Context: an optimization exercise on an open-source flow, tuned for small area, a short achievable clock period and few clock cycles. The choices shown serve that exercise and are no tape-out recipe. The RTL was checked by simulation tests, not by an equivalence proof against the original design. Power and IR drop assume default switching activity.

==> inputs of yarrow <==
## neighbor_pair_hopping_finder_top
module neighbor_pair_hopping_finder_top (
  input  logic        clk,
  input  logic        rst,
  input  logic        point_valid,
  output logic        point_stall,
  input  logic [32:0] point_data,
  output logic        result_valid,
  input  logic        result_stall,
  output logic [30:0] result_data,
  input  logic        cfg_valid,
  output logic        cfg_ready,
  input  logic [1:0]  cfg_index,
  input  logic [15:0] cfg_data
);
==> module nphf_ctrl, before the edit <==
module nphf_ctrl (
  input  logic        clk,
  input  logic        rst,
  input  logic        cfg_we,
  input  logic [1:0]  cfg_idx,
  input  logic [15:0] cfg_wdata,
  output logic [15:0] hop_amp,
  output logic [31:0] k_lim,
  output logic [11:0] r_coarse,
  output logic        busy
);
  logic [14:0] bond;
  logic [15:0] tol;
  logic [31:0] cut;
  logic        phase;
  logic [3:0]  it;
  logic [1:0]  mdig;        
  logic [3:0]  it_next;
  logic [16:0] vmul;        
  logic [1:0]  bdig;        
  logic [31:0] cut_next;
  logic [33:0] acc_sum;
  logic [16:0] r_round;
  always_comb begin
    vmul     = {1'b1, tol};
    bdig     = {(it == 4'd7) ? 1'b0 : bond[{it[2:0], 1'b1}], bond[{it[2:0], 1'b0}]};
    cut_next = {cut[29:0], 2'b00} + (bdig[0] ? 32'(vmul) : 32'd0)
                                  + (bdig[1] ? {14'd0, vmul, 1'b0} : 32'd0);
    acc_sum  = {2'b00, k_lim} + (mdig[0] ? {2'b00, cut} : 34'd0)
                              + (mdig[1] ? {1'b0, cut, 1'b0} : 34'd0);
    r_round  = {1'b0, cut[31:16]} + 17'd31;
    it_next  = phase ? it + 4'd1 : it - 4'd1;
  end
  always_ff @(posedge clk) begin
    if (rst) begin
      bond     <= nphf_pkg::BOND_RESET;
      tol      <= nphf_pkg::TOL_RESET;
      hop_amp  <= nphf_pkg::HOP_RESET;
      cut      <= nphf_pkg::CUT_RESET;
      k_lim    <= nphf_pkg::KLIM_RESET;
      r_coarse <= nphf_pkg::RC_RESET;
      busy     <= 1'b0;
      phase    <= 1'b0;
      it       <= '0;
      mdig     <= '0;
    end else begin
      if (cfg_we) begin
        case (cfg_idx)
          nphf_pkg::REG_BOND_DIST: bond    <= cfg_wdata[14:0];
          nphf_pkg::REG_TOLERANCE: tol     <= cfg_wdata;
          nphf_pkg::REG_HOP_AMP:   hop_amp <= cfg_wdata;
          default: ;
        endcase
      end
      if (cfg_we && (cfg_idx == nphf_pkg::REG_BOND_DIST || cfg_idx == nphf_pkg::REG_TOLERANCE)) begin
        busy  <= 1'b1;
        phase <= 1'b0;
        it    <= 4'd7;
        cut   <= '0;
      end else if (busy) begin
        if (!phase) begin
          cut <= cut_next;
          if (it == 4'd0) begin
            phase <= 1'b1;
            k_lim <= '0;
          end else begin
            it <= it_next;
          end
        end else begin
          k_lim <= acc_sum[33:2];
          it    <= it_next;
          if (it == 4'd15) begin
            busy     <= 1'b0;
            r_coarse <= r_round[16:5];
          end
        end
      end
      mdig <= phase ? {cut[{it_next, 1'b1}], cut[{it_next, 1'b0}]} : cut_next[1:0];
    end
  end
endmodule
export LEC_CHECK = 0
export ABC_CLOCK_PERIOD_IN_PS = 3500
export CAP_MARGIN = 35
export CELL_PAD_IN_SITES_DETAIL_PLACEMENT = 2
export CELL_PAD_IN_SITES_GLOBAL_PLACEMENT = 2
export CORE_MARGIN = 2
export CORE_UTILIZATION = 30
export PLACE_DENSITY = 0.45
export SETUP_SLACK_MARGIN = 5
export SLEW_MARGIN = 35
create_clock -name core_clock -period 10.0 [get_ports {clk}]
run.sh (not shown) runs the stock make flow with config.mk's settings and CLKGATE_MAP_FILE= SYNTH_SCRIPT=/design/flow/synth_recipe.tcl, a recipe that flattens the netlist after the stock synthesis.
==> indigo: changes against yarrow <==
--- a/flow/design.v
+++ b/flow/design.v
@@ -31,24 +31,14 @@
   logic [15:0] tol;
   logic [31:0] cut;
   logic        phase;
-  logic [3:0]  it;
-  logic [1:0]  mdig;        
-  logic [3:0]  it_next;
-  logic [16:0] vmul;        
-  logic [1:0]  bdig;        
-  logic [31:0] cut_next;
-  logic [33:0] acc_sum;
+  logic [4:0]  it;
+  logic        mbit;        
+  logic [32:0] acc_sum;
   logic [16:0] r_round;
-  always_comb begin
-    vmul     = {1'b1, tol};
-    bdig     = {(it == 4'd7) ? 1'b0 : bond[{it[2:0], 1'b1}], bond[{it[2:0], 1'b0}]};
-    cut_next = {cut[29:0], 2'b00} + (bdig[0] ? 32'(vmul) : 32'd0)
-                                  + (bdig[1] ? {14'd0, vmul, 1'b0} : 32'd0);
-    acc_sum  = {2'b00, k_lim} + (mdig[0] ? {2'b00, cut} : 34'd0)
-                              + (mdig[1] ? {1'b0, cut, 1'b0} : 34'd0);
-    r_round  = {1'b0, cut[31:16]} + 17'd31;
-    it_next  = phase ? it + 4'd1 : it - 4'd1;
-  end
+  logic [4:0]  it_next;
+  assign acc_sum = {1'b0, k_lim} + (mbit ? {1'b0, cut} : 33'd0);
+  assign r_round = {1'b0, cut[31:16]} + 17'd31;
+  assign it_next = phase ? it + 5'd1 : it - 5'd1;
   always_ff @(posedge clk) begin
     if (rst) begin
       bond     <= nphf_pkg::BOND_RESET;
@@ -60,7 +50,7 @@
       busy     <= 1'b0;
       phase    <= 1'b0;
       it       <= '0;
-      mdig     <= '0;
+      mbit     <= 1'b0;
     end else begin
       if (cfg_we) begin
         case (cfg_idx)
@@ -73,27 +63,27 @@
       if (cfg_we && (cfg_idx == nphf_pkg::REG_BOND_DIST || cfg_idx == nphf_pkg::REG_TOLERANCE)) begin
         busy  <= 1'b1;
         phase <= 1'b0;
-        it    <= 4'd7;
+        it    <= 5'd14;
         cut   <= '0;
       end else if (busy) begin
         if (!phase) begin
-          cut <= cut_next;
-          if (it == 4'd0) begin
+          cut <= {cut[30:0], 1'b0} + (bond[it[3:0]] ? {15'd0, 1'b1, tol} : 32'd0);
+          if (it == 5'd0) begin
             phase <= 1'b1;
             k_lim <= '0;
           end else begin
             it <= it_next;
           end
         end else begin
-          k_lim <= acc_sum[33:2];
+          k_lim <= acc_sum[32:1];
           it    <= it_next;
-          if (it == 4'd15) begin
+          if (it == 5'd31) begin
             busy     <= 1'b0;
             r_coarse <= r_round[16:5];
           end
         end
       end
-      mdig <= phase ? {cut[{it_next, 1'b1}], cut[{it_next, 1'b0}]} : cut_next[1:0];
+      mbit <= phase ? cut[it_next] : (bond[it[3:0]] & tol[0]);
     end
   end
 endmodule
==> summary of the runs <==
indigo went through all stages and came out clean. yarrow ran to the end with no violations.
In synthesized area, indigo and yarrow hardly differ.
First-iteration DRC count: yarrow is smaller than indigo (about 3%).
Between indigo and yarrow, the lower combinational power is in indigo (gap 12%, measured against yarrow).
In indigo the cell count is higher than in yarrow, by about 0.8%.
Sequential power is about the same in indigo and yarrow.
Utilization: indigo is lower than yarrow (0.26 points).
Of indigo and yarrow, yarrow has the higher non-clock buffer count (gap 73).
Of yarrow and indigo, yarrow has the higher critical path depth (gap 2).
Against indigo, the global-route usage of yarrow is lower by 0.83 points.
Testbench counts of yarrow, summed over its fixed seeds: cycles 9,614.
Testbench counts of indigo, summed over its fixed seeds: cycles 9,798.

## re-timing with driven ports
The flow's constraints put no driver on any port. The routed layouts listed below were extracted and timed again, unchanged, in two steps. Step 1 assumes that a clkbuf_16 drives the clock port and a buf_2 every other input. Step 2 also shifts input and output timing later by t, the mid clock arrival at the registers, as if the neighbouring blocks saw the same clock. a / b / c = ideal ports / drivers / drivers and shift; a / b = the first two.
run | shift t [ns] | setup WS [ns] | hold WS [ns] | worst register clock-pin slew, ns
yarrow | 1.183 | 4.657 / 4.657 / 4.079 | 0.413 / 0.413 / 0.413 | 0.07 / 0.07
indigo | 1.168 | 4.549 / 4.549 / 4.490 | 0.407 / 0.407 / 0.407 | 0.08 / 0.08
After both steps setup and hold are still met in every run listed. The setup slack of yarrow, which loses most, moves by 0.000 ns with the drivers and by -0.578 ns with both steps.
